This is an optimization exercise on Yosys and OpenROAD, whose aim is small area and a short achievable clock period, not a production implementation. RTL that was checked went through simulation tests only; none was proved equivalent to the original. No functional check of the RTL was part of runs 1, 2, 5 and 6. Power figures rest on the tool's default switching activity, not on a simulated workload.

--- design/flow/run.sh ---
#!/bin/bash
# synth_recipe.tcl (not shown) runs the flow's synth.tcl, then flattens the netlist and writes it again
# the make line also repeats each setting of config.mk as NAME=value (left out here)
make -C /OpenROAD-flow-scripts/flow DESIGN_CONFIG=/design/flow/config.mk WORK_HOME=/design/flow/orfs CLKGATE_MAP_FILE= SYNTH_SCRIPT=/design/flow/synth_recipe.tcl finish
--- design/flow/config.mk ---
export PLATFORM = sky130hd
export DESIGN_NAME = panel_fb_arbiter
export DESIGN_NICKNAME = panel_fb_arbiter
export VERILOG_FILES = /design/flow/design.v
export SDC_FILE = /design/flow/constraint.sdc
export NUM_CORES = 4
export LEC_CHECK = 0
export CAP_MARGIN = 20
export CORE_MARGIN = 2
export CORE_UTILIZATION = 40
export SETUP_SLACK_MARGIN = 2.0
export SLEW_MARGIN = 20
--- design/flow/constraint.sdc ---
create_clock -name core_clock -period 5.0 [get_ports {i_clock}]
set_input_delay 1.0000 -clock core_clock [delete_from_list [all_inputs] [get_ports {i_clock}]]
set_output_delay 1.0000 -clock core_clock [all_outputs]
set_load 0.01 [all_outputs]
--- design/flow/design.v ---
module panel_fb_arbiter (
    input  logic       i_clock,
    input  logic       i_reset,
    input  logic       i_rd_req,
    input  logic [4:0] i_rd_row,
    input  logic [5:0] i_rd_col,
    output logic       o_rd_gnt,
    output logic       o_rd_valid,
    output logic [2:0] o_rd_data,
    input  logic       i_frame_end,
    input  logic       i_wr_valid,
    input  logic [5:0] i_wr_x,
    input  logic [4:0] i_wr_y,
    input  logic [2:0] i_wr_rgb,
    output logic       o_wr_ready,
    output logic       o_wr_err,
    input  logic       i_swap_req,
    output logic       o_swap_done,
    output logic       o_display_bank
);
    logic       r_pending;
    logic       r_display_bank;
    logic       r_swap_done;
    logic [1:0] r_starve_cnt;
    logic       r_host_wins;
    logic       r_rd_valid;
    logic [2:0] r_rd_data;
    logic       r_wr_err;
    logic       w_pending_next;
    logic [1:0] w_starve_next;
    logic       w_wr_ready;
    logic       w_rd_gnt;
    logic       w_wr_fire;
    logic       w_flip;
    logic       w_rd_oob;
    logic       w_wr_oob;
    logic       w_wr_store;
    logic [1023:0] w_we;
    logic [2:0] w_mem [0:1023];
    logic [2:0] w_rd_pix;
    assign w_wr_ready = r_host_wins || (!r_pending && !i_rd_req);
    assign w_rd_gnt   = i_rd_req && !(i_wr_valid && r_host_wins);
    assign w_wr_fire  = i_wr_valid && w_wr_ready;
    assign w_flip     = i_frame_end && (i_swap_req || r_pending);
    assign w_rd_oob   = i_rd_row[4] || i_rd_col[5];
    assign w_wr_oob   = i_wr_y[4] || i_wr_x[5];
    assign w_wr_store = w_wr_fire && !w_wr_oob;
    assign o_rd_gnt       = w_rd_gnt;
    assign o_wr_ready     = w_wr_ready;
    assign o_rd_valid     = r_rd_valid;
    assign o_rd_data      = r_rd_data;
    assign o_wr_err       = r_wr_err;
    assign o_swap_done    = r_swap_done;
    assign o_display_bank = r_display_bank;
    always_ff @(posedge i_clock or posedge i_reset) begin
        if (i_reset) begin
            r_pending      <= 1'b0;
            r_display_bank <= 1'b0;
            r_swap_done    <= 1'b0;
        end else begin
            r_pending      <= w_pending_next;
            r_display_bank <= r_display_bank ^ w_flip;
            r_swap_done    <= w_flip;
        end
    end
    assign w_pending_next = (r_pending || i_swap_req) && !i_frame_end;
    always_comb begin
        w_starve_next = r_starve_cnt;
        if (w_wr_fire) begin
            w_starve_next = 2'd0;
        end else if (i_wr_valid && !r_pending && w_rd_gnt && (r_starve_cnt != 2'd3)) begin
            w_starve_next = r_starve_cnt + 2'd1;
        end
    end
    always_ff @(posedge i_clock or posedge i_reset) begin
        if (i_reset) begin
            r_starve_cnt <= 2'd0;
            r_host_wins  <= 1'b0;
            r_wr_err     <= 1'b0;
        end else begin
            r_starve_cnt <= w_starve_next;
            r_host_wins  <= !w_pending_next && (w_starve_next == 2'd3);
            r_wr_err     <= w_wr_fire && w_wr_oob;
        end
    end
    always_ff @(posedge i_clock or posedge i_reset) begin
        if (i_reset) begin
            r_rd_valid <= 1'b0;
            r_rd_data  <= 3'd0;
        end else begin
            r_rd_valid <= w_rd_gnt;
            if (w_rd_gnt) begin
                r_rd_data <= w_rd_pix;
            end
        end
    end
    for (genvar gw = 0; gw < 1024; gw++) begin : g_we
        assign w_we[gw] = w_wr_store && ({~r_display_bank, i_wr_y[3:0], i_wr_x[4:0]} == 10'(gw));
    end
    logic [2:0] r_mem [0:1023];
    for (genvar gw = 0; gw < 1024; gw++) begin : g_word
        always_ff @(posedge i_clock) begin
            if (w_we[gw]) r_mem[gw] <= i_wr_rgb;
        end
        assign w_mem[gw] = r_mem[gw];
    end
    logic [31:0] w_rd_rsel;
    logic [31:0] w_rd_csel;
    logic [2:0]  w_rd_col_pix [0:31];
    for (genvar gr = 0; gr < 32; gr++) begin : g_rsel
        assign w_rd_rsel[gr] = (r_display_bank == gr[4]) && (i_rd_row == 5'(gr & 15))
                               && !i_rd_col[5];
    end
    for (genvar gc = 0; gc < 32; gc++) begin : g_csel
        assign w_rd_csel[gc] = (i_rd_col[4:0] == 5'(gc));
    end
    for (genvar gc = 0; gc < 32; gc++) begin : g_col
        always_comb begin
            w_rd_col_pix[gc] = 3'd0;
            for (int r = 0; r < 32; r++) begin
                w_rd_col_pix[gc] = w_rd_col_pix[gc] | ({3{w_rd_rsel[r]}} & w_mem[r * 32 + gc]);
            end
        end
    end
    always_comb begin
        w_rd_pix = 3'd0;
        for (int c = 0; c < 32; c++) begin
            w_rd_pix = w_rd_pix | ({3{w_rd_csel[c]}} & w_rd_col_pix[c]);
        end
    end
endmodule
==> results.sh, run 1 <==
export IMPL_status="timing/DRC/antenna clean"
export IMPL_cts_root_buf="clkbuf_16"
export IMPL_first_pass_iters=10
export IMPL_die_height_um=551
export IMPL_finalWirelength_um=540000
export IMPL_mostFrequentLayoutCells="3072 x edfxtp_1, 828 x nor2_1, 628 x a22oi_1"
export IMPL_hold_ws_ns=0.521
export IMPL_grt_pass1_vias=81556
export IMPL_max_cap_viol_count=0
export IMPL_ys_warn_count=4
export IMPL_io_buffer_count=39
export IMPL_synth_area_um2=120000
export IMPL_antenna_found_initial=54
export IMPL_grt_total_usage_pct=34.6
export IMPL_start_util_pct=40.3
export IMPL_min_period_over_period_pct=84.0
export IMPL_cpMostUsedCell="nand4_1"
export IMPL_async_flop_share_pct=0.357
export IMPL_irDropWorstVdd_v=0.000259
export IMPL_rsz0062_at_grt="yes"
export IMPL_grt_overflow=0
export IMPL_htree_levels=5
export IMPL_numCtsBuffers=323
export IMPL_cts_tree="yes"
export IMPL_ys_ff_latch=3083
export IMPL_clockBufferDepth=4
export IMPL_cpPeakStageDelay_ns=0.68
export IMPL_synth_top_area_share_pct=77.0
export IMPL_ant_nets=0
export IMPL_cts_sinks=3083
export IMPL_core_region_area_um2=298000
export IMPL_cp_num_buf_inv=4
export IMPL_drc=0
export IMPL_hpwl_um=334000
export IMPL_crit_fanout=27
export IMPL_cp_data_required_time_ns=5.78
export IMPL_max_freq_mhz=238
export IMPL_ctsHoldBuffers=0
export IMPL_hold_path_depth=2
export IMPL_cp_end_kind="register"
export IMPL_crit_cells=12
export IMPL_setup_viol=0
export IMPL_crit_arrival_ns=4.98
export IMPL_synth_area_leaders="edfxtp_1 77%, a22oi_1 4.0%, nor2_1 3.6%"
export IMPL_powerDensity_nw_per_um2=396
export IMPL_path_clk_slew_ns=0.07
export IMPL_clkLatencyLatePin_ns=0.92
export IMPL_startpoint_type="input port"
export IMPL_slew_headroom_pct=7.51
export IMPL_yosysTopAreaCell="edfxtp_1"
export IMPL_wl_per_cell_um=43.0
export IMPL_drv_slew=0
export IMPL_power_leakage_nw=43.8
export IMPL_die_x_um=551
export IMPL_power_w=0.0568
export IMPL_initialDrtViolationCount=20736
export IMPL_num_vias=88394
export IMPL_fill_cells=25034
export IMPL_crit_chain="buf_12, buf_16, nor2_4, buf_4, a22oi_2, nor2_1, nor4_2, nand4_1, a221oi_2, buf_6, nand4_1, o32a_1"
export IMPL_area_growth_pct=19.7
export IMPL_via_per_inst=7.04
export IMPL_regArea_um2=92500
export IMPL_path_class="input port to register"
export IMPL_min_period_ns=4.20
export IMPL_grt_max_degree=216
export IMPL_r2r_cells=12
export IMPL_dieArea_um2=304000
export IMPL_hp_class="input port to register"
export IMPL_crit_path_top_delay_cell="nand4_1"
export IMPL_tightestPinTransition_ns=1.39
export IMPL_finalHoldViolCount=0
export IMPL_finClkSkew_ns=0.0896
export IMPL_seq_area_frac_synth_pct=77.2
export IMPL_cp_top_family="simple AND/OR/NAND/NOR gates"
export IMPL_drive_gt1_share_pct=20.8
export IMPL_syn_area_per_cell_um2=15.2
export IMPL_yosys_cell_types_count=81
export IMPL_io_pins=40
export IMPL_synth_fp_nets=7897
export IMPL_multiInputGateArea_um2=27400
export IMPL_syn_inst=7865
export IMPL_synth_edf_count=3072
export IMPL_place_congestion=1.00
export IMPL_std_cell_rows=200
export IMPL_nets=8352
export IMPL_yosys_most_used_dff="edfxtp_1"
export IMPL_layout_commonest_cell="edfxtp_1"
export IMPL_grt_pass1_wl_um=715000
-- layer usage --
| layer | wire (um) | global-route usage, % |
|---|---|---|
| met1 | 183000 | 44.4 |
| met5 | 194 | 0 |
| met2 | 225000 | 48.4 |
| met4 | 41400 | 22.5 |
| met3 | 90300 | 13.8 |
-- state kept, by name, summed over array words and instances (netlist names) --
name / cells
r_host_wins: 1
r_pending: 1
r_display_bank: 1
r_swap_done: 1
r_wr_err: 1
r_starve_cnt: 2
r_mem: 3072
r_rd_data: 3
r_rd_valid: 1
-- synthesized netlist by cell type, types with 14 or more instances --
library cell,instances
edfxtp_1,3072
nor2_1,1151
a22oi_1,640
nand3_1,575
clkbuf_1,404
nand2_1,220
nand4_1,190
a21oi_1,154
buf_2,150
a22o_1,141
and3_1,106
a222oi_1,105
o22ai_1,86
nor4_1,82
mux2i_1,76
buf_1,73
nor3_1,63
mux2_2,54
a31oi_1,43
a2111oi_0,42
a221oi_1,37
o21ai_0,29
a2bb2oi_1,26
or4_1,23
and4_1,19
o211ai_1,18
a211oi_1,17
a221o_1,17
o22a_1,17
mux4_2,15
nor3b_1,14
-- path summary, 6_finish.rpt --
path	slack [ns]	endpoint	from
worst max-delay path	0.80	r_rd_data[0]	i_rd_row[1]
worst min-delay path	0.52	r_starve_cnt[1]	i_wr_valid
worst max register to register	0.83	r_rd_data[0]	r_display_bank
worst min register to register	0.63	r_starve_cnt[1]	r_starve_cnt[1]
max in group asynchronous	3.67	r_display_bank	i_reset
min in group asynchronous	0.59	r_rd_valid	i_reset
-- per-stage QoR --
| step | std cells | TNS [ns] | area (um2) | util (%) | worst slack (ns) |
|---|---|---|---|---|---|
| 2_1_floorplan | 7865 | 0 | 120000 | - | 1.38 |
| 3_3_place_gp | 11830 | -0.731 | 129000 | 43.5 | -0.393 |
| 3_5_place_dp | 11830 | -0.547 | 129000 | 43.5 | -0.306 |
| 4_1_cts | 12456 | 0 | 141000 | 47.4 | 1.29 |
| 5_1_grt | 12512 | 0 | 143000 | 48.2 | 0.968 |
| 6_report | 12554 | 0 | 143000 | 48.2 | 0.801 |
-- kinds of logic (layout without fill, tap and decap cells) --
| family | Yosys count | count (layout) | share of synthesized area, % |
|---|---|---|---|
| xor gates and xnor gates | 2 | 2 | 0.0146 |
| AOI/OAI and AO/OA | 1459 | 1459 | 9.27 |
| DFF | 3083 | 3083 | 77.2 |
| other | 0 | 50 | 0 |
| muxes | 145 | 145 | 1.42 |
| adders and majority gates | 1 | 1 | 0.0104 |
| buffers and inverters | 650 | 1348 | 2.23 |
| and+or+nand+nor | 2525 | 2527 | 9.86 |
-- worst reg2reg max path: stages (launching register included) --
cell,delay (ns)
dfrtp_4,0.55
buf_6,0.16
nor4bb_4,0.18
buf_12,0.17
buf_16,0.17
nand3_2,0.11
nand4_1,0.20
nor4_2,0.38
nand4_1,0.68
a221oi_2,0.51
buf_6,0.23
nand4_1,0.30
o32a_1,0.40
-- cell type report --
type,instances,share of cell area (%)
Inverter,14,0.0419
Clock inverter,175,1.17
Tap cell,3939,3.44
Clock buffer,395,5.90
Multi-Input combinational cell,4134,19.1
Sequential cell,3083,64.5
Antenna cell,50,0.0872
Timing Repair Buffer,764,5.75
-- power by group --
group          internal, W  switching [W]  total, W
clock network       0.0134         0.0105    0.0239
logic              0.00122        0.00314   0.00437
registers           0.0284      0.0000475    0.0285
total               0.0431         0.0137    0.0568
-- repair_timing --
| item | CTS | global route |
|---|---|---|
| pin swaps | 51 | 74 |
| gates resized for setup | 234 | 511 |
| endpoints found under the setup margin | 2689 | 1004 |
| gates cloned | 8 | 3 |
| buffers inserted | 48 | 45 |
==> inputs of run 2 (changes only) <==
--- a/design/flow/design.v
+++ b/design/flow/design.v
@@ -107,5 +107,4 @@
     logic [31:0] w_rd_rsel;
     logic [31:0] w_rd_csel;
-    logic [2:0]  w_rd_col_pix [0:31];
     for (genvar gr = 0; gr < 32; gr++) begin : g_rsel
         assign w_rd_rsel[gr] = (r_display_bank == gr[4]) && (i_rd_row == 5'(gr & 15))
@@ -115,17 +114,79 @@
         assign w_rd_csel[gc] = (i_rd_col[4:0] == 5'(gc));
     end
-    for (genvar gc = 0; gc < 32; gc++) begin : g_col
-        always_comb begin
-            w_rd_col_pix[gc] = 3'd0;
-            for (int r = 0; r < 32; r++) begin
-                w_rd_col_pix[gc] = w_rd_col_pix[gc] | ({3{w_rd_rsel[r]}} & w_mem[r * 32 + gc]);
+    for (genvar gb = 0; gb < 3; gb++) begin : g_rbit
+        logic [31:0] w_col_n;
+        for (genvar gc = 0; gc < 32; gc++) begin : g_col
+            logic [10:0] w_grp_n;
+            logic [2:0]  w_any;
+            for (genvar gk = 0; gk < 10; gk++) begin : g_grp
+                pfb_aoi222 u_aoi (
+                    .a0(w_rd_rsel[3*gk]),     .b0(w_mem[(3*gk)*32 + gc][gb]),
+                    .a1(w_rd_rsel[3*gk + 1]), .b1(w_mem[(3*gk + 1)*32 + gc][gb]),
+                    .a2(w_rd_rsel[3*gk + 2]), .b2(w_mem[(3*gk + 2)*32 + gc][gb]),
+                    .y(w_grp_n[gk])
+                );
             end
+            pfb_aoi22 u_aoi_last (
+                .a0(w_rd_rsel[30]), .b0(w_mem[30*32 + gc][gb]),
+                .a1(w_rd_rsel[31]), .b1(w_mem[31*32 + gc][gb]),
+                .y(w_grp_n[10])
+            );
+            pfb_nand4 u_any0 (.a(w_grp_n[0]), .b(w_grp_n[1]), .c(w_grp_n[2]), .d(w_grp_n[3]),
+                              .y(w_any[0]));
+            pfb_nand4 u_any1 (.a(w_grp_n[4]), .b(w_grp_n[5]), .c(w_grp_n[6]), .d(w_grp_n[7]),
+                              .y(w_any[1]));
+            pfb_nand3 u_any2 (.a(w_grp_n[8]), .b(w_grp_n[9]), .c(w_grp_n[10]), .y(w_any[2]));
+            pfb_aoi222 u_col (
+                .a0(w_rd_csel[gc]), .b0(w_any[0]),
+                .a1(w_rd_csel[gc]), .b1(w_any[1]),
+                .a2(w_rd_csel[gc]), .b2(w_any[2]),
+                .y(w_col_n[gc])
+            );
         end
-    end
-    always_comb begin
-        w_rd_pix = 3'd0;
-        for (int c = 0; c < 32; c++) begin
-            w_rd_pix = w_rd_pix | ({3{w_rd_csel[c]}} & w_rd_col_pix[c]);
+        logic [7:0] w_oct;
+        logic [1:0] w_half_n;
+        for (genvar go = 0; go < 8; go++) begin : g_oct
+            pfb_nand4 u_oct (.a(w_col_n[4*go]), .b(w_col_n[4*go + 1]), .c(w_col_n[4*go + 2]),
+                             .d(w_col_n[4*go + 3]), .y(w_oct[go]));
         end
+        pfb_nor4 u_half0 (.a(w_oct[0]), .b(w_oct[1]), .c(w_oct[2]), .d(w_oct[3]), .y(w_half_n[0]));
+        pfb_nor4 u_half1 (.a(w_oct[4]), .b(w_oct[5]), .c(w_oct[6]), .d(w_oct[7]), .y(w_half_n[1]));
+        pfb_nand2 u_out (.a(w_half_n[0]), .b(w_half_n[1]), .y(w_rd_pix[gb]));
     end
 endmodule
+module pfb_aoi222 (
+    input  logic a0, b0, a1, b1, a2, b2,
+    output logic y
+);
+    assign y = !((a0 && b0) || (a1 && b1) || (a2 && b2));
+endmodule
+module pfb_aoi22 (
+    input  logic a0, b0, a1, b1,
+    output logic y
+);
+    assign y = !((a0 && b0) || (a1 && b1));
+endmodule
+module pfb_nand4 (
+    input  logic a, b, c, d,
+    output logic y
+);
+    assign y = !(a && b && c && d);
+endmodule
+module pfb_nand3 (
+    input  logic a, b, c,
+    output logic y
+);
+    assign y = !(a && b && c);
+endmodule
+module pfb_nor4 (
+    input  logic a, b, c, d,
+    output logic y
+);
+    assign y = !(a || b || c || d);
+endmodule
+module pfb_nand2 (
+    input  logic a, b,
+    output logic y
+);
+    assign y = !(a && b);
+endmodule
--- a/design/flow/config.mk
+++ b/design/flow/config.mk
@@ -8,5 +8,6 @@
 export CAP_MARGIN = 20
 export CORE_MARGIN = 2
-export CORE_UTILIZATION = 40
-export SETUP_SLACK_MARGIN = 2.0
+export CORE_UTILIZATION = 55
+export SETUP_SLACK_MARGIN = 2.5
 export SLEW_MARGIN = 20
+export SYNTH_HIERARCHICAL = 1
==> run 2 against run 1 <==
Compared with the run above: still clean on timing, DRC and antenna; clock skew is 0.033 ns lower; setup slack better by 0.13 ns; sequential power hardly changed; synthesized area is 6.4% lower; hold slack worse by 0.026 ns; register-to-register slack better by 0.10 ns; fmax is 3.2% higher; global-route usage is 1.7 points lower; first-iteration DRC count is 28% lower; via count is 22% lower; synthesized cell count is 24% lower; sequential share of layout area is 6.2 points higher; largest cell class unchanged; highest routed layer unchanged.
==> results.sh, run 2 <==
export IMPL_status="timing/DRC/antenna clean"
export IMPL_multiInputGateArea_um2=20100
export IMPL_synth_fp_nets=6046
export IMPL_wl_per_cell_um=36.7
export IMPL_top_register="r_mem"
export IMPL_ys_warn_count=11
export IMPL_synthTopCellsByCount="3072 x edfxtp_1, 1083 x nor2_1, 1056 x a222oi_1"
export IMPL_htree_levels=5
export IMPL_finClkSkew_ns=0.0567
export IMPL_clkPwrFrac_pct=42.6
export IMPL_dieArea_um2=208000
export IMPL_syn_area_per_cell_um2=18.7
export IMPL_tightestPinTransition_ns=1.18
export IMPL_slew_headroom_pct=21.2
export IMPL_largest_reg_flops=3072
export IMPL_path_class="register to register"
export IMPL_post_dp_cell_area_um2=119000
export IMPL_p_int_w=0.0419
export IMPL_cts_tree="yes"
export IMPL_start_util_pct=55.4
export IMPL_die_x_um=456
export IMPL_yosys_most_used_dff="edfxtp_1"
export IMPL_seq_area_frac_synth_pct=82.5
export IMPL_max_cap_viol_count=0
export IMPL_power_leakage_nw=39.5
export IMPL_cts_sinks=3083
export IMPL_core_region_area_um2=203000
export IMPL_nets=6659
export IMPL_min_period_over_period_pct=81.3
export IMPL_synth_most_common_cell="edfxtp_1"
export IMPL_drc=0
export IMPL_drive_gt1_share_pct=17.8
export IMPL_synth_area_leaders="edfxtp_1 82%, a222oi_1 9.4%, nor2_1 3.6%"
export IMPL_setup_viol=0
export IMPL_antenna_found_initial=16
export IMPL_clockBufferDepth=4
export IMPL_power_w=0.0528
export IMPL_fin_area_um2=131000
export IMPL_io_pins=40
export IMPL_synth_area_um2=112000
export IMPL_grt_overflow=0
export IMPL_finalHoldViolCount=0
export IMPL_crit_fanout=5
export IMPL_powerDensity_nw_per_um2=404
export IMPL_crit_chain="nor2b_4, nand2_2, buf_6, nor2_4, bufbuf_16, a222oi_1, nand3_1, a222oi_1, nand4_1, nor4_2, nand2_1, mux2_2"
export IMPL_fill_cells=13975
export IMPL_grt_total_usage_pct=32.9
export IMPL_first_pass_iters=14
export IMPL_cts_root_buf="clkbuf_16"
export IMPL_drv_slew=0
export IMPL_place_congestion=0.874
export IMPL_finalWirelength_um=350000
export IMPL_synth_edf_count=3072
export IMPL_seqPwrFrac_pct=53.9
export IMPL_grt_max_degree=152
export IMPL_startpoint_type="register"
export IMPL_irDropWorstVdd_v=0.000385
export IMPL_layout_commonest_cell="edfxtp_1"
export IMPL_swShare_pct=20.7
export IMPL_comb_power_share_pct=3.5
export IMPL_grt_pass1_wl_um=486000
export IMPL_mostFrequentLayoutCells="3072 x edfxtp_1, 1056 x a222oi_1, 913 x nor2_1"
export IMPL_min_period_ns=4.07
export IMPL_reg_top3="r_mem x3072, r_rd_data x3, r_starve_cnt x2"
export IMPL_area_growth_pct=16.6
export IMPL_syn_inst=6014
export IMPL_clkLatencyLatePin_ns=0.96
export IMPL_yosysTopAreaCell="edfxtp_1"
export IMPL_crit_path_top_delay_cell="a222oi_1"
export IMPL_cpPeakStageDelay_ns=0.74
export IMPL_num_vias=68659
export IMPL_rsz0062_at_grt="yes"
export IMPL_ant_nets=0
export IMPL_initialDrtViolationCount=14972
export IMPL_cp_end_kind="register"
export IMPL_synth_top_area_share_pct=82.2
export IMPL_cp_data_required_time_ns=5.83
export IMPL_p_sw_w=0.0109
export IMPL_cpMostUsedCell="a222oi_1"
export IMPL_hpwl_um=201000
export IMPL_path_clk_slew_ns=0.06
export IMPL_grt_pass1_vias=66725
export IMPL_die_height_um=456
export IMPL_max_freq_mhz=246
export IMPL_hp_class="input port to asynchronous set/reset pin"
export IMPL_async_flop_share_pct=0.357
export IMPL_crit_arrival_ns=4.90
export IMPL_yosys_cell_types_count=43
export IMPL_numCtsBuffers=321
export IMPL_via_per_inst=7.20
export IMPL_regArea_um2=92500
export IMPL_io_buffer_count=39
export IMPL_ys_ff_latch=3083
export IMPL_std_cell_rows=165
[run 2: cell types whose count changed after synthesis, moves of 106 or more]
cell      previous run  this run
a222oi_1           105      1056
a22oi_1            640         0
nand3_1            575       101
clkbuf_1           404       162
a21oi_1            154         0
a22o_1             141         0
nand2_1            220        79
buf_2              150        26
and3_1             106         0
[run 2: final timing paths]
kind                                 start  slack [ns]              to  cells past startpoint
setup / recovery            r_display_bank        0.93    r_rd_data[2]                     12
hold / removal                     i_reset        0.49    r_rd_data[1]                      2
setup reg to reg            r_display_bank        0.93    r_rd_data[2]                     12
hold reg to reg            r_starve_cnt[1]        0.63     r_host_wins                      2
max in group asynchronous          i_reset        3.96  r_display_bank                      2
min in group core_clock        i_wr_rgb[1]        0.54   r_mem[517][1]                      1
[run 2: what timing repair did]
item,4_1_cts,5_1_grt
gates resized for setup,154,209
setup endpoints to repair,2662,912
cloned,17,2
hold buffers,0,0
endpoints found under the hold margin,0,0
setup buffers,56,17
pin swaps,85,28
[run 2: per-module statistics from Yosys, one instance, submodules excluded]
module | flops+latches | area, um2
pfb_aoi22 | 0 | 12.5
pfb_aoi222 | 0 | 10.0
pfb_nand2 | 0 | 3.75
panel_fb_arbiter | 3083 | 98500
pfb_nor4 | 0 | 12.5
pfb_nand4 | 0 | 6.26
pfb_nand3 | 0 | 5.00
[run 2: cells by family (layout without fill, tap and decap cells)]
group                      after synthesis  after routing  share of synthesized area, %
AOI/OAI and AO/OA                     1160           1160                          10.5
xor gates and xnor gates                 1              1                       0.00781
adders and majority gates                1              1                        0.0112
buffers and inverters                  190           1016                         0.665
DFF                                   3083           3083                          82.5
muxes                                    3              3                        0.0301
other                                    0             12                             0
and+or+nand+nor                       1576           1584                          6.26
[run 2: layer usage]
metal | vias up | part of all wire [%] | global-route usage (%)
met3 | 765 | 11 | 5.90
met1 | 35212 | 36 | 44.4
met5 | - | 0.019 | 0
met2 | 4782 | 48 | 52.4
met4 | 10 | 4.9 | 15.5
li1 | 27890 | - | -
[run 2: worst max-delay path: cells and delay by family (launching register included)]
family,cells,cell delay (ns)
multiplexers,1,0.26
flip-flops,1,0.48
AND/OR/NAND/NOR,7,1.48
buffers and inverters,2,0.43
AO/OA/AOI/OAI,2,1.26
[run 2: cell type report]
type / count / area share [%]
clock buffers: 388 / 6.36
well taps: 2672 / 2.56
inverters: 1 / 0.00287
diodes: 12 / 0.0230
clock inverters: 156 / 1.02
flip-flops and latches: 3083 / 70.7
repair buffers: 471 / 3.94
multi-input cells: 2749 / 15.4
[run 2: stage by stage]
step	setup TNS (ns)	worst slack [ns]	hold slack [ns]	instances	utilization (%)
after global routing	0	1.02	0.501	9527	64.6
after CTS	0	1.20	0.459	9501	64.2
final	0	0.933	0.495	9532	64.6
after detailed placement	-1.11	-0.416	0.607	8884	58.8
after global placement	-1.31	-0.558	0.597	8883	58.8
after floorplan	0	0.704	0.505	6014	-
[run 2: power groups by stage]
stage | combinational, W | clock [W] | sequential, W
global route | 0.00193 | 0.0237 | 0.0285
floorplan | 0.000515 | 0 | 0.0290
global placement | 0.00161 | 0 | 0.0290
finish | 0.00187 | 0.0225 | 0.0285
detailed placement | 0.00162 | 0 | 0.0290
CTS | 0.00180 | 0.0227 | 0.0285
==> inputs of run 3 (changes only) <==
--- a/design/flow/design.v
+++ b/design/flow/design.v
@@ -105,52 +105,36 @@
         assign w_mem[gw] = r_mem[gw];
     end
-    logic [31:0] w_rd_rsel;
-    logic [31:0] w_rd_csel;
-    for (genvar gr = 0; gr < 32; gr++) begin : g_rsel
-        assign w_rd_rsel[gr] = (r_display_bank == gr[4]) && (i_rd_row == 5'(gr & 15))
-                               && !i_rd_col[5];
+    logic [15:0] w_rd_rsel;
+    logic [63:0] w_rd_csel;
+    logic [63:0] w_col_n [0:2];
+    for (genvar gr = 0; gr < 16; gr++) begin : g_rsel
+        assign w_rd_rsel[gr] = (i_rd_row == 5'(gr)) && !i_rd_col[5];
     end
-    for (genvar gc = 0; gc < 32; gc++) begin : g_csel
-        assign w_rd_csel[gc] = (i_rd_col[4:0] == 5'(gc));
+    for (genvar gc = 0; gc < 64; gc++) begin : g_csel
+        assign w_rd_csel[gc] = (r_display_bank == gc[5]) && (i_rd_col[4:0] == 5'(gc & 31));
     end
     for (genvar gb = 0; gb < 3; gb++) begin : g_rbit
-        logic [31:0] w_col_n;
-        for (genvar gc = 0; gc < 32; gc++) begin : g_col
-            logic [10:0] w_grp_n;
-            logic [2:0]  w_any;
-            for (genvar gk = 0; gk < 10; gk++) begin : g_grp
+        for (genvar gc = 0; gc < 64; gc++) begin : g_col
+            localparam int BASE = (gc / 32) * 512 + (gc % 32);
+            logic [5:0] w_grp_n;
+            logic [1:0] w_any;
+            for (genvar gk = 0; gk < 5; gk++) begin : g_grp
                 pfb_aoi222 u_aoi (
-                    .a0(w_rd_rsel[3*gk]),     .b0(w_mem[(3*gk)*32 + gc][gb]),
-                    .a1(w_rd_rsel[3*gk + 1]), .b1(w_mem[(3*gk + 1)*32 + gc][gb]),
-                    .a2(w_rd_rsel[3*gk + 2]), .b2(w_mem[(3*gk + 2)*32 + gc][gb]),
+                    .a0(w_rd_rsel[3*gk]),     .b0(w_mem[BASE + (3*gk)*32][gb]),
+                    .a1(w_rd_rsel[3*gk + 1]), .b1(w_mem[BASE + (3*gk + 1)*32][gb]),
+                    .a2(w_rd_rsel[3*gk + 2]), .b2(w_mem[BASE + (3*gk + 2)*32][gb]),
                     .y(w_grp_n[gk])
                 );
             end
-            pfb_aoi22 u_aoi_last (
-                .a0(w_rd_rsel[30]), .b0(w_mem[30*32 + gc][gb]),
-                .a1(w_rd_rsel[31]), .b1(w_mem[31*32 + gc][gb]),
-                .y(w_grp_n[10])
-            );
-            pfb_nand4 u_any0 (.a(w_grp_n[0]), .b(w_grp_n[1]), .c(w_grp_n[2]), .d(w_grp_n[3]),
-                              .y(w_any[0]));
-            pfb_nand4 u_any1 (.a(w_grp_n[4]), .b(w_grp_n[5]), .c(w_grp_n[6]), .d(w_grp_n[7]),
-                              .y(w_any[1]));
-            pfb_nand3 u_any2 (.a(w_grp_n[8]), .b(w_grp_n[9]), .c(w_grp_n[10]), .y(w_any[2]));
-            pfb_aoi222 u_col (
+            pfb_nand2 u_last (.a(w_rd_rsel[15]), .b(w_mem[BASE + 15*32][gb]), .y(w_grp_n[5]));
+            pfb_nand3 u_any0 (.a(w_grp_n[0]), .b(w_grp_n[1]), .c(w_grp_n[2]), .y(w_any[0]));
+            pfb_nand3 u_any1 (.a(w_grp_n[3]), .b(w_grp_n[4]), .c(w_grp_n[5]), .y(w_any[1]));
+            pfb_aoi22 u_col (
                 .a0(w_rd_csel[gc]), .b0(w_any[0]),
                 .a1(w_rd_csel[gc]), .b1(w_any[1]),
-                .a2(w_rd_csel[gc]), .b2(w_any[2]),
-                .y(w_col_n[gc])
+                .y(w_col_n[gb][gc])
             );
         end
-        logic [7:0] w_oct;
-        logic [1:0] w_half_n;
-        for (genvar go = 0; go < 8; go++) begin : g_oct
-            pfb_nand4 u_oct (.a(w_col_n[4*go]), .b(w_col_n[4*go + 1]), .c(w_col_n[4*go + 2]),
-                             .d(w_col_n[4*go + 3]), .y(w_oct[go]));
-        end
-        pfb_nor4 u_half0 (.a(w_oct[0]), .b(w_oct[1]), .c(w_oct[2]), .d(w_oct[3]), .y(w_half_n[0]));
-        pfb_nor4 u_half1 (.a(w_oct[4]), .b(w_oct[5]), .c(w_oct[6]), .d(w_oct[7]), .y(w_half_n[1]));
-        pfb_nand2 u_out (.a(w_half_n[0]), .b(w_half_n[1]), .y(w_rd_pix[gb]));
+        assign w_rd_pix[gb] = !(&w_col_n[gb]);
     end
 endmodule
@@ -167,10 +151,4 @@
     assign y = !((a0 && b0) || (a1 && b1));
 endmodule
-module pfb_nand4 (
-    input  logic a, b, c, d,
-    output logic y
-);
-    assign y = !(a && b && c && d);
-endmodule
 module pfb_nand3 (
     input  logic a, b, c,
@@ -178,10 +156,4 @@
 );
     assign y = !(a && b && c);
-endmodule
-module pfb_nor4 (
-    input  logic a, b, c, d,
-    output logic y
-);
-    assign y = !(a || b || c || d);
 endmodule
 module pfb_nand2 (
==> run 3 against run 2 <==
Compared with the run above: clock-buffer cell count is 8 lower; cell area is 2.2% higher; hold slack better by 0.089 ns; synthesized area is 1.2% higher; fmax is 25% higher; setup slack better by 0.81 ns; total power is 0.18% higher; global-route usage is 0.68 points lower; sequential share of layout area is 1.5 points lower; register-to-register slack better by 1.1 ns; largest cell class unchanged.
==> results.sh, run 3 <==
export IMPL_status="timing/DRC/antenna clean"
export IMPL_min_period_ns=3.25
export IMPL_cts_sinks=3083
export IMPL_drc=0
export IMPL_synth_edf_count=3072
export IMPL_nets=6920
export IMPL_clockBufferDepth=4
export IMPL_numCtsBuffers=320
export IMPL_power_w=0.0529
export IMPL_startpoint_type="input port"
export IMPL_dpl_cell_count=9167
export IMPL_rsz0062_at_grt="yes"
export IMPL_crit_path_start="i_rd_row[1]"
export IMPL_slew_headroom_pct=23.8
export IMPL_synth_most_common_cell="edfxtp_1"
export IMPL_die_height_um=458
export IMPL_reg_top3="r_mem x3072, r_rd_data x3, r_starve_cnt x2"
export IMPL_hp_start="i_wr_rgb[1]"
export IMPL_grt_pass1_wl_um=483000
export IMPL_cp_end_kind="register"
export IMPL_dieArea_um2=210000
export IMPL_grt_total_usage_pct=32.2
export IMPL_largest_reg_flops=3072
export IMPL_tightestPinTransition_ns=1.14
export IMPL_fill_cells=14155
export IMPL_area_growth_pct=17.8
export IMPL_antenna_found_initial=19
export IMPL_finalHoldViolCount=0
export IMPL_io_pins=40
export IMPL_multiInputGateArea_um2=22900
export IMPL_path_class="input port to register"
export IMPL_reg2reg_from="r_display_bank"
export IMPL_drv_slew=0
export IMPL_start_util_pct=55.4
export IMPL_regArea_um2=92500
export IMPL_crit_arrival_ns=4.06
export IMPL_powerDensity_nw_per_um2=396
export IMPL_r2r_cells=10
export IMPL_synth_area_um2=114000
export IMPL_max_cap_viol_count=0
export IMPL_layoutNonFillerInstCount=9813
export IMPL_path_clk_slew_ns=0.06
export IMPL_ys_warn_count=12
export IMPL_std_cell_rows=166
export IMPL_io_buffer_count=39
export IMPL_cts_root_buf="clkbuf_16"
export IMPL_initialDrtViolationCount=13458
export IMPL_place_congestion=0.869
export IMPL_yosys_cell_types_count=34
export IMPL_clkLatencyLatePin_ns=0.93
export IMPL_hp_class="input port to register"
export IMPL_ctsHoldBuffers=0
export IMPL_htree_levels=5
export IMPL_utilization_pct=65.3
export IMPL_hold_path_end="r_mem[744][1]"
export IMPL_num_vias=68785
export IMPL_finClkSkew_ns=0.0424
export IMPL_synthTopCellsByCount="3072 x edfxtp_1, 1123 x nor2_1, 960 x a222oi_1"
export IMPL_max_freq_mhz=307
export IMPL_grt_max_degree=159
export IMPL_synth_area_leaders="edfxtp_1 81%, a222oi_1 8.5%, nor2_1 3.7%"
export IMPL_grt_pass1_vias=67814
export IMPL_syn_area_per_cell_um2=17.9
export IMPL_top_register="r_mem"
export IMPL_r2r_slack_ns=2.03
export IMPL_syn_inst=6337
export IMPL_via_per_inst=7.01
export IMPL_power_leakage_nw=40.1
export IMPL_finalWirelength_um=344000
export IMPL_synth_fp_nets=6369
export IMPL_ant_nets=0
export IMPL_hpwl_um=189000
export IMPL_wl_per_cell_um=35.1
export IMPL_yosysTopAreaCell="edfxtp_1"
export IMPL_drive_gt1_share_pct=23.7
export IMPL_layout_commonest_cell="edfxtp_1"
export IMPL_cts_tree="yes"
export IMPL_yosys_most_used_dff="edfxtp_1"
export IMPL_async_flop_share_pct=0.357
export IMPL_min_period_over_period_pct=65.1
export IMPL_mostFrequentLayoutCells="3072 x edfxtp_1, 960 x a222oi_1, 512 x nor2_1"
export IMPL_hold_path_depth=1
export IMPL_seq_area_frac_synth_pct=81.5
export IMPL_cp_data_required_time_ns=5.81
export IMPL_first_pass_iters=10
export IMPL_die_x_um=458
export IMPL_setup_viol=0
export IMPL_core_region_area_um2=205000
export IMPL_irDropWorstVdd_v=0.000387
export IMPL_crit_fanout=35
export IMPL_timing_rr_end="r_rd_data[0]"
export IMPL_grt_overflow=0
export IMPL_synth_top_area_share_pct=81.3
export IMPL_ys_ff_latch=3083
## run 3: per-module statistics from Yosys (local to each module, per instance)
module / flip-flops and latches / cell area [um2] / times used / cells inside
panel_fb_arbiter: 3083 / 98900 / 1 / 4609
pfb_aoi22: 0 / 12.5 / 192 / 1
pfb_aoi222: 0 / 10.0 / 960 / 1
pfb_nand3: 0 / 5.00 / 384 / 1
pfb_nand2: 0 / 3.75 / 192 / 1
## run 3: final cells by class
type                            instances  area share, %
Antenna cell                           13         0.0243
Timing Repair Buffer                  404           3.74
Multi-Input combinational cell       3075           17.2
Clock inverter                        166           1.10
Tap cell                             2688           2.52
Inverter                                4         0.0140
Clock buffer                          380           6.22
Sequential cell                      3083           69.2
## run 3: what timing repair did
| action | 4_1_cts | 5_1_grt |
|---|---|---|
| setup endpoints to repair | 3079 | 1745 |
| gates resized for setup | 309 | 446 |
| pin swaps | 73 | 44 |
| buffers inserted | 47 | 11 |
| gates cloned | 22 | 7 |
## run 3: kinds of logic (layout without fill, tap and decap cells)
kind of cell	after synthesis	count (layout)	synth area share, %
and+or+nand+nor	1908	1912	7.07
DFF	3083	3083	81.5
other	0	13	0
muxes	1	1	0.00992
AOI/OAI and AO/OA	1159	1159	10.6
adders and majority gates	1	1	0.0110
xor gates and xnor gates	2	2	0.0154
buffers and inverters	183	954	0.751
## run 3: worst max-delay path, stage by stage
cell and delay [ns]:
buf_6 0.09, nand3b_1 0.13, buf_6 0.15, nor2_4 0.09, buf_4 0.16, buf_16 0.23, buf_4 0.23, a222oi_1 0.39
nand3_1 0.17, a22oi_2 0.21, nand4_1 0.22, nor4_4 0.39, buf_4 0.23, nand4_1 0.15, o22a_1 0.20
## run 3: report_power, final
group | switching (W) | internal [W] | leakage (nW)
combinational | 0.00130 | 0.000421 | 7.60
sequential | 0.0000324 | 0.0284 | 27.7
clock | 0.00959 | 0.0132 | 4.78
total | 0.0109 | 0.0420 | 40.1
## run 3: worst max-delay path by stage
stage                              end  cells past startpoint
after floorplan           r_rd_data[0]                     10
after global placement    r_rd_data[0]                     12
after detailed placement  r_rd_data[0]                     12
after CTS                 r_rd_data[0]                     14
after global routing      r_rd_data[1]                     16
final                     r_rd_data[0]                     15
## run 3: metrics by stage
step	hold WS (ns)	setup TNS, ns	worst slack (ns)	instance area (um2)
finish	0.584	0	1.75	134000
global route	0.583	0	1.71	134000
CTS	0.561	0	1.86	132000
detailed placement	0.566	-0.397	-0.348	120000
global placement	0.542	-0.264	-0.248	120000
floorplan	0.526	-2.53	-0.842	115000
## run 3: layer usage
layer	global-route usage [%]	vias to the layer above	wire length (um)
li1	-	28427	-
met1	43.5	35445	129000
met2	52.0	4223	165000
met3	5.47	682	34400
met4	14.0	8	15800
met5	0	-	105
==> inputs of run 4 (changes only) <==
--- a/design/flow/config.mk
+++ b/design/flow/config.mk
@@ -8,6 +8,8 @@
 export CAP_MARGIN = 20
 export CORE_MARGIN = 2
-export CORE_UTILIZATION = 55
-export SETUP_SLACK_MARGIN = 2.5
+export CORE_UTILIZATION = 60
+export CTS_CLUSTER_DIAMETER = 100
+export CTS_CLUSTER_SIZE = 25
+export SETUP_SLACK_MARGIN = 2.2
 export SLEW_MARGIN = 20
 export SYNTH_HIERARCHICAL = 1
==> run 4 against run 3 <==
Compared with the run above: die area shrank 8.3%; total power shrank 19%; clock skew shrank 0.021 ns; cell area shrank 6.2%; via count shrank 0.91%; synthesized area is the same.
==> results.sh, run 4 <==
export IMPL_path_clk_slew_ns=0.10
export IMPL_seq_area_frac_synth_pct=81.5
export IMPL_cts_tree="yes"
export IMPL_clkLatencyLatePin_ns=0.85
export IMPL_reg2reg_from="r_display_bank"
export IMPL_power_w=0.0431
export IMPL_synth_edf_count=3072
export IMPL_reg_top3="r_mem x3072, r_rd_data x3, r_starve_cnt x2"
export IMPL_cts_root_buf="clkbuf_16"
export IMPL_ant_nets=0
export IMPL_numCtsBuffers=141
export IMPL_crit_fanout=14
export IMPL_crit_chain="buf_6, or4_4, buf_12, nor2_4, buf_6, buf_16, a222oi_1, nand3_1, a22oi_2, nand4_1, nor4_4, buf_6, nand4_1, o22a_1"
export IMPL_grt_max_degree=196
export IMPL_io_buffer_count=39
export IMPL_via_per_inst=7.36
export IMPL_power_leakage_nw=37.4
export IMPL_first_pass_iters=9
export IMPL_mostFrequentLayoutCells="3072 x edfxtp_1, 1091 x nor2_1, 960 x a222oi_1"
export IMPL_largest_reg_flops=3072
export IMPL_grt_pass1_vias=65501
export IMPL_timing_rr_end="r_rd_data[2]"
export IMPL_r2r_cells=9
export IMPL_startpoint_type="input port"
export IMPL_drv_slew=0
export IMPL_num_vias=68162
export IMPL_path_class="input port to register"
export IMPL_drive_gt1_share_pct=12.5
export IMPL_cts_sinks=3083
export IMPL_crit_path_top_delay_cell="nor4_4"
export IMPL_max_freq_mhz=292
export IMPL_synth_area_leaders="edfxtp_1 81%, a222oi_1 8.5%, nor2_1 3.7%"
export IMPL_area_growth_pct=10.5
export IMPL_drc=0
export IMPL_min_period_ns=3.43
export IMPL_synth_most_common_cell="edfxtp_1"
export IMPL_wl_per_cell_um=36.7
export IMPL_status="timing/DRC/antenna clean"
export IMPL_crit_path_start="i_rd_row[0]"
export IMPL_cpPeakStageDelay_ns=0.54
export IMPL_top_register="r_mem"
export IMPL_dpl_cell_count=8974
export IMPL_synthTopCellsByCount="3072 x edfxtp_1, 1123 x nor2_1, 960 x a222oi_1"
export IMPL_hold_path_depth=2
export IMPL_finClkSkew_ns=0.0211
export IMPL_grt_overflow=0
export IMPL_io_pins=40
export IMPL_powerDensity_nw_per_um2=344
export IMPL_finalHoldViolCount=0
export IMPL_synth_area_um2=114000
export IMPL_layoutNonFillerInstCount=9267
export IMPL_tightestPinTransition_ns=1.18
export IMPL_ys_ff_latch=3083
export IMPL_clockBufferDepth=3
export IMPL_fin_area_um2=125000
export IMPL_setup_viol=0
export IMPL_yosysTopAreaCell="edfxtp_1"
export IMPL_hp_class="register to register"
export IMPL_post_dp_cell_area_um2=119000
export IMPL_yosys_most_used_dff="edfxtp_1"
export IMPL_ys_warn_count=12
export IMPL_cpMostUsedCell="buf_6"
export IMPL_grt_pass1_wl_um=477000
export IMPL_die_x_um=439
export IMPL_utilization_pct=66.8
export IMPL_start_util_pct=60.4
export IMPL_core_region_area_um2=188000
export IMPL_slew_headroom_pct=21.2
export IMPL_max_cap_viol_count=0
export IMPL_grt_total_usage_pct=35.1
export IMPL_rsz0062_at_grt="yes"
export IMPL_hpwl_um=189000
export IMPL_crit_path_end="r_rd_data[2]"
export IMPL_min_period_over_period_pct=68.6
export IMPL_syn_area_per_cell_um2=17.9
export IMPL_ctsHoldBuffers=0
export IMPL_yosys_cell_types_count=34
export IMPL_std_cell_rows=159
export IMPL_cp_end_kind="register"
export IMPL_synth_top_area_share_pct=81.3
export IMPL_initialDrtViolationCount=13954
export IMPL_layout_commonest_cell="edfxtp_1"
export IMPL_r2r_slack_ns=1.94
export IMPL_finalWirelength_um=340000
export IMPL_antenna_found_initial=19
export IMPL_place_congestion=0.885
export IMPL_syn_inst=6337
export IMPL_irDropWorstVdd_v=0.000348
export IMPL_die_height_um=439
export IMPL_synth_fp_nets=6369
export IMPL_htree_levels=4
export IMPL_nets=6761
export IMPL_async_flop_share_pct=0.357
export IMPL_dieArea_um2=193000
export IMPL_cp_data_required_time_ns=5.75
export IMPL_crit_arrival_ns=4.18
## run 4: cell types whose count changed in the layout (fill, tap and decap cells not counted), sizes merged, moves of 7 or more
cell | before | now
clkbuf | 386 | 174
bufinv | 26 | 0
clkinvlp | 14 | 2
buf | 364 | 371
clkinv | 122 | 1
bufbuf | 14 | 27
## run 4: modules after synthesis (local to each module, per instance)
module | area (um2) | cells inside
pfb_aoi222 | 10.0 | 1
panel_fb_arbiter | 98900 | 4609
pfb_aoi22 | 12.5 | 1
pfb_nand2 | 3.75 | 1
pfb_nand3 | 5.00 | 1
## run 4: layout make-up
cell class                      instances  area, um2
Sequential cell                      3083      92500
Fill cell                           12822      62400
Multi-Input combinational cell       3072      20600
Timing Repair Buffer                  427       5240
Clock buffer                          172       3860
Tap cell                             2495       3120
Clock inverter                          7       63.8
Inverter                                4       22.5
Antenna cell                            7       17.5
## run 4: how the worst min path moves through the flow
stage	from	to	slack (ns)
2_1_floorplan	r_starve_cnt[1]	r_starve_cnt[1]	0.53
3_3_place_gp	r_starve_cnt[1]	r_starve_cnt[1]	0.54
3_5_place_dp	r_starve_cnt[1]	r_starve_cnt[1]	0.56
4_1_cts	i_reset	r_rd_valid	0.55
5_1_grt	i_reset	r_wr_err	0.59
6_report	r_starve_cnt[1]	r_starve_cnt[1]	0.57
## run 4: power by group
group	internal, W	switching, W
sequential	0.0284	0.0000363
clock	0.00549	0.00756
combinational	0.000406	0.00123
## run 4: what timing repair did
item                        CTS  global route
gates resized for setup     184            20
setup endpoints to repair  2108          1424
pin swaps                    84            16
gates cloned                 32             0
buffers inserted             73             2
## run 4: cell families after synthesis
kind of cell	share of synthesized area, %
buf+inv	0.751
fa+ha+maj	0.0110
xor+xnor	0.0154
simple gates	7.07
compound gates	10.6
mux	0.00992
flops	81.5
## run 4: per-layer routing
layer	track usage, %	wire length, um
met1	50.2	127000
met2	55.1	159000
met3	5.75	39500
met4	13.2	14100
met5	0	154
## run 4: through the flow
step	TNS [ns]	setup slack (ns)	hold WS, ns
floorplan	-2.53	-0.842	0.526
finish	0	1.57	0.565
CTS	0	1.75	0.550
global route	0	1.60	0.585
detailed placement	-0.855	-0.401	0.559
global placement	-0.949	-0.471	0.543
## run 4: critical path, delay by kind of cell
family / cells / cell delay, ns
compound gates: 3 / 0.92
simple gates: 6 / 1.49
buf+inv: 5 / 0.75
==> inputs of run 5 (changes only) <==
--- a/design/flow/design.v
+++ b/design/flow/design.v
@@ -109,8 +109,9 @@
     logic [63:0] w_col_n [0:2];
     for (genvar gr = 0; gr < 16; gr++) begin : g_rsel
-        assign w_rd_rsel[gr] = (i_rd_row == 5'(gr)) && !i_rd_col[5];
+        assign w_rd_rsel[gr] = (i_rd_row[3:0] == 4'(gr));
     end
     for (genvar gc = 0; gc < 64; gc++) begin : g_csel
-        assign w_rd_csel[gc] = (r_display_bank == gc[5]) && (i_rd_col[4:0] == 5'(gc & 31));
+        assign w_rd_csel[gc] = (r_display_bank == gc[5]) && (i_rd_col == 6'(gc & 31))
+                               && !i_rd_row[4];
     end
     for (genvar gb = 0; gb < 3; gb++) begin : g_rbit
@@ -136,5 +137,22 @@
             );
         end
-        assign w_rd_pix[gb] = !(&w_col_n[gb]);
+        logic [15:0] w_or1;
+        logic [7:0]  w_or2_n;
+        logic [1:0]  w_or3;
+        logic        w_or4_n;
+        for (genvar gq = 0; gq < 16; gq++) begin : g_or1
+            pfb_nand4 u_or1 (.a(w_col_n[gb][4*gq]), .b(w_col_n[gb][4*gq + 1]),
+                             .c(w_col_n[gb][4*gq + 2]), .d(w_col_n[gb][4*gq + 3]),
+                             .y(w_or1[gq]));
+        end
+        for (genvar gq = 0; gq < 8; gq++) begin : g_or2
+            pfb_nor2 u_or2 (.a(w_or1[2*gq]), .b(w_or1[2*gq + 1]), .y(w_or2_n[gq]));
+        end
+        for (genvar gq = 0; gq < 2; gq++) begin : g_or3
+            pfb_nand4 u_or3 (.a(w_or2_n[4*gq]), .b(w_or2_n[4*gq + 1]), .c(w_or2_n[4*gq + 2]),
+                             .d(w_or2_n[4*gq + 3]), .y(w_or3[gq]));
+        end
+        pfb_nor2 u_or4 (.a(w_or3[0]), .b(w_or3[1]), .y(w_or4_n));
+        assign w_rd_pix[gb] = !w_or4_n;
     end
 endmodule
@@ -157,4 +175,16 @@
     assign y = !(a && b && c);
 endmodule
+module pfb_nand4 (
+    input  logic a, b, c, d,
+    output logic y
+);
+    assign y = !(a && b && c && d);
+endmodule
+module pfb_nor2 (
+    input  logic a, b,
+    output logic y
+);
+    assign y = !(a || b);
+endmodule
 module pfb_nand2 (
     input  logic a, b,
==> run 5 against run 4 <==
Compared with the run above: flip-flop and latch count stayed put; hold slack better by 0.0055 ns; register-to-register slack worse by 0.17 ns; still clean; clock power hardly changed; synthesized cell count is 0.52% higher; via count is 0.41% lower; sequential share of layout area is 0.37 points higher; clock skew is 0.0053 ns higher; critical path depth stayed put; setup slack better by 0.036 ns; fmax is 1.0% higher; combinational power is 29% higher.
==> results.sh, run 5 <==
export IMPL_path_class="input port to register"
export IMPL_yosys_cell_types_count=43
export IMPL_grt_overflow=0
export IMPL_cp_data_required_time_ns=5.72
export IMPL_max_freq_mhz=295
export IMPL_startpoint_type="input port"
export IMPL_finClkSkew_ns=0.0264
export IMPL_power_leakage_nw=36.8
export IMPL_initialDrtViolationCount=13647
export IMPL_seq_area_frac_synth_pct=81.4
export IMPL_numCtsBuffers=141
export IMPL_min_period_ns=3.39
export IMPL_ys_warn_count=12
export IMPL_dieArea_um2=193000
export IMPL_std_cell_rows=159
export IMPL_crit_path_top_delay_cell="a222oi_1"
export IMPL_powerDensity_nw_per_um2=347
export IMPL_tightestPinTransition_ns=0.988
export IMPL_slew_headroom_pct=34.0
export IMPL_syn_area_per_cell_um2=17.8
export IMPL_layoutNonFillerInstCount=9214
export IMPL_synth_area_leaders="edfxtp_1 81%, a222oi_1 8.5%, nor2_1 3.7%"
export IMPL_top_register="r_mem"
export IMPL_area_growth_pct=9.80
export IMPL_cts_sinks=3083
export IMPL_cp_end_kind="register"
export IMPL_synth_fp_nets=6402
export IMPL_synth_area_um2=114000
export IMPL_layout_commonest_cell="edfxtp_1"
export IMPL_crit_arrival_ns=4.11
export IMPL_fin_area_um2=125000
export IMPL_async_flop_share_pct=0.357
export IMPL_drc=0
export IMPL_nets=6723
export IMPL_irDropWorstVdd_v=0.000364
export IMPL_htree_levels=4
export IMPL_synthTopCellsByCount="3072 x edfxtp_1, 1118 x nor2_1, 960 x a222oi_1"
export IMPL_die_height_um=439
export IMPL_clkLatencyLatePin_ns=0.83
export IMPL_largest_reg_flops=3072
export IMPL_power_w=0.0433
export IMPL_cpPeakStageDelay_ns=0.53
export IMPL_grt_pass1_wl_um=469000
export IMPL_dpl_cell_count=8959
export IMPL_core_region_area_um2=188000
export IMPL_status="timing/DRC/antenna clean"
export IMPL_synth_most_common_cell="edfxtp_1"
export IMPL_crit_path_end="r_rd_data[0]"
export IMPL_post_dp_cell_area_um2=119000
export IMPL_rsz0062_at_grt="yes"
export IMPL_finalWirelength_um=331000
export IMPL_cts_root_buf="clkbuf_16"
export IMPL_timing_rr_end="r_rd_data[0]"
export IMPL_ctsHoldBuffers=0
export IMPL_syn_inst=6370
export IMPL_path_clk_slew_ns=0.10
export IMPL_grt_total_usage_pct=34.0
export IMPL_finalHoldViolCount=0
export IMPL_num_vias=67881
export IMPL_fill_cells=12845
export IMPL_ys_ff_latch=3083
export IMPL_crit_fanout=11
export IMPL_drv_slew=0
export IMPL_crit_chain="buf_12, buf_8, nand2b_4, nor3_4, buf_12, buf_6, a222oi_1, nand3_1, a22oi_2, nand4_1, nor2_4, nand4_1, nor2_2, mux2i_1"
export IMPL_ant_nets=0
export IMPL_crit_path_start="i_rd_row[0]"
export IMPL_min_period_over_period_pct=67.8
export IMPL_io_buffer_count=39
export IMPL_synth_top_area_share_pct=81.2
export IMPL_wl_per_cell_um=35.9
export IMPL_hpwl_um=184000
export IMPL_yosys_most_used_dff="edfxtp_1"
export IMPL_drive_gt1_share_pct=11.8
export IMPL_first_pass_iters=13
export IMPL_tns_ns=0
export IMPL_mostFrequentLayoutCells="3072 x edfxtp_1, 1065 x nor2_1, 960 x a222oi_1"
export IMPL_r2r_slack_ns=1.77
export IMPL_synth_edf_count=3072
export IMPL_hp_class="input port to asynchronous set/reset pin"
export IMPL_start_util_pct=60.5
export IMPL_reg_top3="r_mem x3072, r_rd_data x3, r_starve_cnt x2"
export IMPL_die_x_um=439
export IMPL_antenna_found_initial=5
export IMPL_grt_max_degree=171
export IMPL_r2r_cells=10
export IMPL_cts_tree="yes"
export IMPL_clockBufferDepth=3
export IMPL_via_per_inst=7.37
export IMPL_hold_ws_ns=0.571
export IMPL_reg2reg_from="r_display_bank"
export IMPL_grt_pass1_vias=65457
export IMPL_io_pins=40
export IMPL_place_congestion=0.839
export IMPL_max_cap_viol_count=0
export IMPL_setup_viol=0
export IMPL_yosysTopAreaCell="edfxtp_1"
[run 5: final cells by class]
type / instances / area (um2) / share of cell area [%]
Antenna cell: 5 / 12.5 / 0.0100
Clock buffer: 165 / 3700 / 2.97
Clock inverter: 1 / 20.0 / 0.0160
Inverter: 2 / 7.51 / 0.00601
Multi-Input combinational cell: 3096 / 20900 / 16.7
Sequential cell: 3083 / 92500 / 74.1
Tap cell: 2495 / 3120 / 2.50
Timing Repair Buffer: 367 / 4550 / 3.65
[run 5: cell families after synthesis]
group | share of synthesized area (%)
AOI/OAI and AO/OA | 10.6
xor gates and xnor gates | 0.00771
adders and majority gates | 0.0110
buffers and inverters | 0.678
DFF | 81.4
muxes | 0.00881
and+or+nand+nor | 7.27
[run 5: repair_timing]
action                                  in CTS  in global routing
endpoints found under the setup margin    2902                242
setup buffers                               64                  3
cloned                                      16                  1
hold endpoints to repair                     0                  0
pin swaps                                   85                 47
gates resized for setup                    169                 48
[run 5: per-module statistics from Yosys (local to each module, per instance)]
module,flops+latches,area (um2),copies in the design,cells inside
pfb_nor2,0,3.75,27,1
pfb_aoi222,0,10.0,960,1
pfb_nand4,0,6.26,54,1
pfb_nand2,0,3.75,192,1
panel_fb_arbiter,3083,98600,1,4561
pfb_nand3,0,5.00,384,1
pfb_aoi22,0,12.5,192,1
[run 5: worst min-delay path by stage]
stage,cells past startpoint,end,slack [ns]
2_1_floorplan,2,r_pending,0.53
3_3_place_gp,2,r_pending,0.59
3_5_place_dp,2,r_pending,0.59
4_1_cts,2,r_rd_valid,0.56
5_1_grt,4,r_wr_err,0.59
6_report,2,r_wr_err,0.57
[run 5: power breakdown]
part / internal (W) / switching [W] / total (W)
Sequential: 0.0284 / 0.0000430 / 0.0284
Combinational: 0.000585 / 0.00152 / 0.00211
Clock: 0.00527 / 0.00747 / 0.0127
[run 5: worst max-delay path, delay by kind of cell]
kind	cells	cell delay (ns)
buffers and inverters	4	0.57
AND/OR/NAND/NOR	7	1.64
AO/OA/AOI/OAI	2	0.78
multiplexers	1	0.09
[run 5: through the flow]
stage | utilization (%) | worst slack, ns
global route | 66.4 | 1.62
CTS | 66.3 | 1.73
finish | 66.4 | 1.61
detailed placement | 63.5 | -0.465
global placement | 63.5 | -0.450
floorplan | - | -1.38
[run 5: layer usage]
metal	up-vias	global-route usage, %	share of wire [%]
met5	-	0	0
met4	0	11.5	4.0
met3	555	4.33	10
met2	4306	54.6	48
met1	35160	48.8	38
li1	27860	-	-
==> inputs of run 6 (changes only) <==
--- a/design/flow/design.v
+++ b/design/flow/design.v
@@ -107,5 +107,4 @@
     logic [15:0] w_rd_rsel;
     logic [63:0] w_rd_csel;
-    logic [63:0] w_col_n [0:2];
     for (genvar gr = 0; gr < 16; gr++) begin : g_rsel
         assign w_rd_rsel[gr] = (i_rd_row[3:0] == 4'(gr));
@@ -116,4 +115,5 @@
     end
     for (genvar gb = 0; gb < 3; gb++) begin : g_rbit
+        logic [63:0] w_col_n;
         for (genvar gc = 0; gc < 64; gc++) begin : g_col
             localparam int BASE = (gc / 32) * 512 + (gc % 32);
@@ -131,8 +131,7 @@
             pfb_nand3 u_any0 (.a(w_grp_n[0]), .b(w_grp_n[1]), .c(w_grp_n[2]), .y(w_any[0]));
             pfb_nand3 u_any1 (.a(w_grp_n[3]), .b(w_grp_n[4]), .c(w_grp_n[5]), .y(w_any[1]));
-            pfb_aoi22 u_col (
-                .a0(w_rd_csel[gc]), .b0(w_any[0]),
-                .a1(w_rd_csel[gc]), .b1(w_any[1]),
-                .y(w_col_n[gb][gc])
+            pfb_oai21 u_col (
+                .a0(w_any[0]), .a1(w_any[1]), .b(w_rd_csel[gc]),
+                .y(w_col_n[gc])
             );
         end
@@ -142,6 +141,6 @@
         logic        w_or4_n;
         for (genvar gq = 0; gq < 16; gq++) begin : g_or1
-            pfb_nand4 u_or1 (.a(w_col_n[gb][4*gq]), .b(w_col_n[gb][4*gq + 1]),
-                             .c(w_col_n[gb][4*gq + 2]), .d(w_col_n[gb][4*gq + 3]),
+            pfb_nand4 u_or1 (.a(w_col_n[4*gq]), .b(w_col_n[4*gq + 1]),
+                             .c(w_col_n[4*gq + 2]), .d(w_col_n[4*gq + 3]),
                              .y(w_or1[gq]));
         end
@@ -163,9 +162,9 @@
     assign y = !((a0 && b0) || (a1 && b1) || (a2 && b2));
 endmodule
-module pfb_aoi22 (
-    input  logic a0, b0, a1, b1,
+module pfb_oai21 (
+    input  logic a0, a1, b,
     output logic y
 );
-    assign y = !((a0 && b0) || (a1 && b1));
+    assign y = !((a0 || a1) && b);
 endmodule
 module pfb_nand3 (
==> design/flow/flow/run.sh (new file) <==
#!/bin/bash
# Own flow: the standard layout (standard.sh, all steps to finish), with the port
# buffers that placement inserts on every input and output made buf_4 cells instead of
# the default pick (a delay buffer). Everything else is the standard flow.
# The make output goes to standard_flow.log here; ORFS keeps each step's log in orfs/logs.
set -euo pipefail
export BUFFER_PORTS_ARGS="-buffer_cell sky130_fd_sc_hd__buf_4"
bash standard.sh > standard_flow.log 2>&1
==> design/flow/standard.sh (new file) <==
#!/bin/bash
# synth_recipe.tcl (not shown) runs the flow's synth.tcl, then flattens the netlist and writes it again
# the make line also repeats each setting of config.mk as NAME=value (left out here)
make -C /OpenROAD-flow-scripts/flow DESIGN_CONFIG=/design/flow/config.mk WORK_HOME=/design/flow/orfs CLKGATE_MAP_FILE= SYNTH_SCRIPT=/design/flow/synth_recipe.tcl "${@:-finish}"
removed: design/flow/run.sh
==> run 6 against run 5 <==
Compared with the run above: still clean; synthesized area fell by 1.3%; clock-buffer cell count up 8; sequential power about the same; critical path depth stayed put; critical path type unchanged; largest cell class unchanged.
==> results.sh, run 6 <==
export IMPL_wl_per_cell_um=36.2
export IMPL_max_cap_viol_count=0
export IMPL_rsz0062_at_grt="yes"
export IMPL_grt_pass1_wl_um=468000
export IMPL_io_pins=40
export IMPL_num_vias=67398
export IMPL_ant_nets=0
export IMPL_die_x_um=436
export IMPL_r2r_cells=9
export IMPL_finClkSkew_ns=0.0270
export IMPL_startpoint_type="input port"
export IMPL_yosys_cell_types_count=43
export IMPL_setup_viol=0
export IMPL_status="timing/DRC/antenna clean"
export IMPL_min_period_ns=3.30
export IMPL_top_register="r_mem"
export IMPL_timing_rr_end="r_rd_data[1]"
export IMPL_path_clk_slew_ns=0.10
export IMPL_nets=6708
export IMPL_worst_slack_ns=1.70
export IMPL_drive_gt1_share_pct=9.20
export IMPL_grt_total_usage_pct=34.4
export IMPL_synth_area_um2=112000
export IMPL_powerDensity_nw_per_um2=350
export IMPL_irDropWorstVdd_v=0.000336
export IMPL_grt_max_degree=133
export IMPL_synth_fa_ha_area_share_pct=0.0111
export IMPL_r2r_slack_ns=1.94
export IMPL_synth_most_common_cell="edfxtp_1"
export IMPL_power_leakage_nw=36.8
export IMPL_hpwl_um=183000
export IMPL_mostFrequentLayoutCells="3072 x edfxtp_1, 1093 x nor2_1, 960 x a222oi_1"
export IMPL_synth_xor_area_share_pct=0.00780
export IMPL_place_congestion=0.871
export IMPL_grt_pass1_vias=65234
export IMPL_cp_end_kind="register"
export IMPL_std_cell_rows=158
export IMPL_clockBufferDepth=3
export IMPL_cts_sinks=3083
export IMPL_fill_cells=12675
export IMPL_synth_top_area_share_pct=82.2
export IMPL_dieArea_um2=191000
export IMPL_syn_area_per_cell_um2=17.6
export IMPL_tightestPinTransition_ns=1.10
export IMPL_power_w=0.0433
export IMPL_antenna_found_initial=6
export IMPL_finalWirelength_um=333000
export IMPL_crit_fanout=20
export IMPL_synth_area_leaders="edfxtp_1 82%, a222oi_1 8.6%, nor2_1 3.7%"
export IMPL_yosys_most_used_dff="edfxtp_1"
export IMPL_ctsHoldBuffers=0
export IMPL_area_growth_pct=10.2
export IMPL_drv_slew=0
export IMPL_reg_top3="r_mem x3072, r_rd_data x3, r_starve_cnt x2"
export IMPL_dpl_worst_slack_ns=0.0549
export IMPL_ys_ff_latch=3083
export IMPL_numCtsBuffers=141
export IMPL_crit_arrival_ns=4.04
export IMPL_async_flop_share_pct=0.357
export IMPL_cts_root_buf="clkbuf_16"
export IMPL_synthTopCellsByCount="3072 x edfxtp_1, 1118 x nor2_1, 960 x a222oi_1"
export IMPL_synth_area_mux_share_pct=0.00892
export IMPL_ys_warn_count=11
export IMPL_yosysTopAreaCell="edfxtp_1"
export IMPL_reg2reg_from="r_display_bank"
export IMPL_syn_inst=6370
export IMPL_first_pass_iters=10
export IMPL_initialDrtViolationCount=14180
export IMPL_path_class="input port to register"
export IMPL_min_period_over_period_pct=66.0
export IMPL_io_buffer_count=39
export IMPL_start_util_pct=60.5
export IMPL_largest_reg_flops=3072
export IMPL_finalHoldViolCount=0
export IMPL_synth_compound_area_share_pct=9.48
export IMPL_cts_tree="yes"
export IMPL_cp_data_required_time_ns=5.73
export IMPL_slew_headroom_pct=26.7
export IMPL_synth_simple_area_share_pct=7.37
export IMPL_clkLatencyLatePin_ns=0.84
export IMPL_crit_path_end="r_rd_data[1]"
export IMPL_tns_ns=0
export IMPL_max_freq_mhz=303
export IMPL_seq_area_frac_synth_pct=82.4
export IMPL_synth_top_family_by_area="compound AO/OA/AOI/OAI gates"
export IMPL_core_region_area_um2=186000
export IMPL_via_per_inst=7.33
export IMPL_hp_class="input port to asynchronous set/reset pin"
export IMPL_layout_commonest_cell="edfxtp_1"
export IMPL_drc=0
export IMPL_hold_ws_ns=0.295
export IMPL_synth_fp_nets=6402
export IMPL_synth_edf_count=3072
export IMPL_die_height_um=436
export IMPL_grt_overflow=0
export IMPL_crit_path_start="i_rd_row[0]"
export IMPL_htree_levels=4
-- run 6: changes by cell type after synthesis --
cell | before | now
o21ai_1 | 0 | 192
a22oi_2 | 192 | 0
-- run 6: repair_timing --
| item | in CTS | in global routing |
|---|---|---|
| endpoints found under the hold margin | 0 | 0 |
| gates resized for setup | 155 | 34 |
| gates cloned | 28 | 4 |
| pin swaps | 96 | 59 |
| setup endpoints to repair | 1703 | 302 |
| setup buffers | 50 | 11 |
-- run 6: worst min path at each step --
stage,end
6_report,r_wr_err
5_1_grt,r_wr_err
4_1_cts,r_rd_valid
3_5_place_dp,r_starve_cnt[0]
3_3_place_gp,r_starve_cnt[0]
2_1_floorplan,r_pending
-- run 6: per-layer routing --
metal | vias up | track usage (%) | part of all wire [%] | routed length [um]
met5 | - | 0 | 0.0093 | 31
met4 | 4 | 13.3 | 4.3 | 14200
met3 | 547 | 5.65 | 11 | 37600
met2 | 4504 | 53.8 | 47 | 156000
met1 | 34699 | 49.4 | 38 | 125000
li1 | 27644 | - | - | -
-- run 6: cell type report --
cell class / count / area (um2) / share of cell area (%)
sequential: 3083 / 92500 / 74.8
multi-input combinational: 3097 / 19600 / 15.8
timing repair buffer: 351 / 4720 / 3.82
clock buffer: 173 / 3730 / 3.02
tap: 2480 / 3100 / 2.51
clock inverter: 2 / 20.0 / 0.0162
inverter: 2 / 7.51 / 0.00607
antenna: 2 / 5.00 / 0.00405
-- run 6: worst max-delay path: stages --
cell      delay, ns
buf_12         0.11
nand2b_4       0.16
buf_12         0.12
nor2_4         0.12
buf_12         0.20
buf_4          0.20
a222oi_1       0.34
nand3_1        0.14
o21ai_2        0.21
nand4_1        0.36
nor2_4         0.37
nand4_1        0.35
nor2_1         0.21
a21oi_1        0.08
-- run 6: logic make-up after synthesis --
group | count (synthesis)
AOI/OAI and AO/OA | 1162
xor gates and xnor gates | 1
adders and majority gates | 1
buffers and inverters | 192
DFF | 3083
muxes | 1
and+or+nand+nor | 1930
-- run 6: stage by stage --
stage | utilization (%) | cells | instance area [um2]
global route | 66.6 | 9188 | 124000
floorplan | - | 6370 | 112000
global placement | 63.4 | 8920 | 118000
detailed placement | 63.4 | 8920 | 118000
finish | 66.6 | 9190 | 124000
CTS | 66.4 | 9173 | 123000
-- run 6: Yosys stat by module, one instance, submodules excluded --
module            cells  area (um2)
pfb_nand4             1        6.26
pfb_oai21             1        5.00
pfb_aoi222            1        10.0
pfb_nand3             1        5.00
pfb_nor2              1        3.75
panel_fb_arbiter   4561       98600
pfb_nand2             1        3.75
-- run 6: power by group --
| group | internal (W) | switching, W | total [W] |
|---|---|---|---|
| clock network | 0.00529 | 0.00750 | 0.0128 |
| registers | 0.0284 | 0.0000458 | 0.0284 |
| logic | 0.000599 | 0.00149 | 0.00209 |
| total | 0.0343 | 0.00904 | 0.0433 |

afterwards: timing with drivers on the ports:
In the flow no input, the clock included, has a driving cell. The finished layouts below were timed again as built, in two steps. Step 1, drivers: a clkbuf_16 drives i_clock and a buf_2 each remaining input, both assumed. Step 2, shift: input delay + t, output delay - t, t = (earliest + latest rising clock arrival at the registers) / 2. This alone moves slack from input paths to output paths. Three values: ideal, step 1, step 2; two values: the first two.
run | shift t [ns] | slack for setup (ns)
run 1 | 1.003 | 0.801 / 0.671 / -0.333
run 2 | 1.034 | 0.933 / 0.933 / 0.044
run 3 | 1.005 | 1.745 / 1.677 / 0.672
run 4 | 0.945 | 1.572 / 1.627 / 0.682
run 5 | 0.909 | 1.608 / 1.611 / 0.702
run 6 | 0.931 | 1.699 / 1.706 / 0.775
Met with ideal ports but missed after step 2: setup timing in run 1.
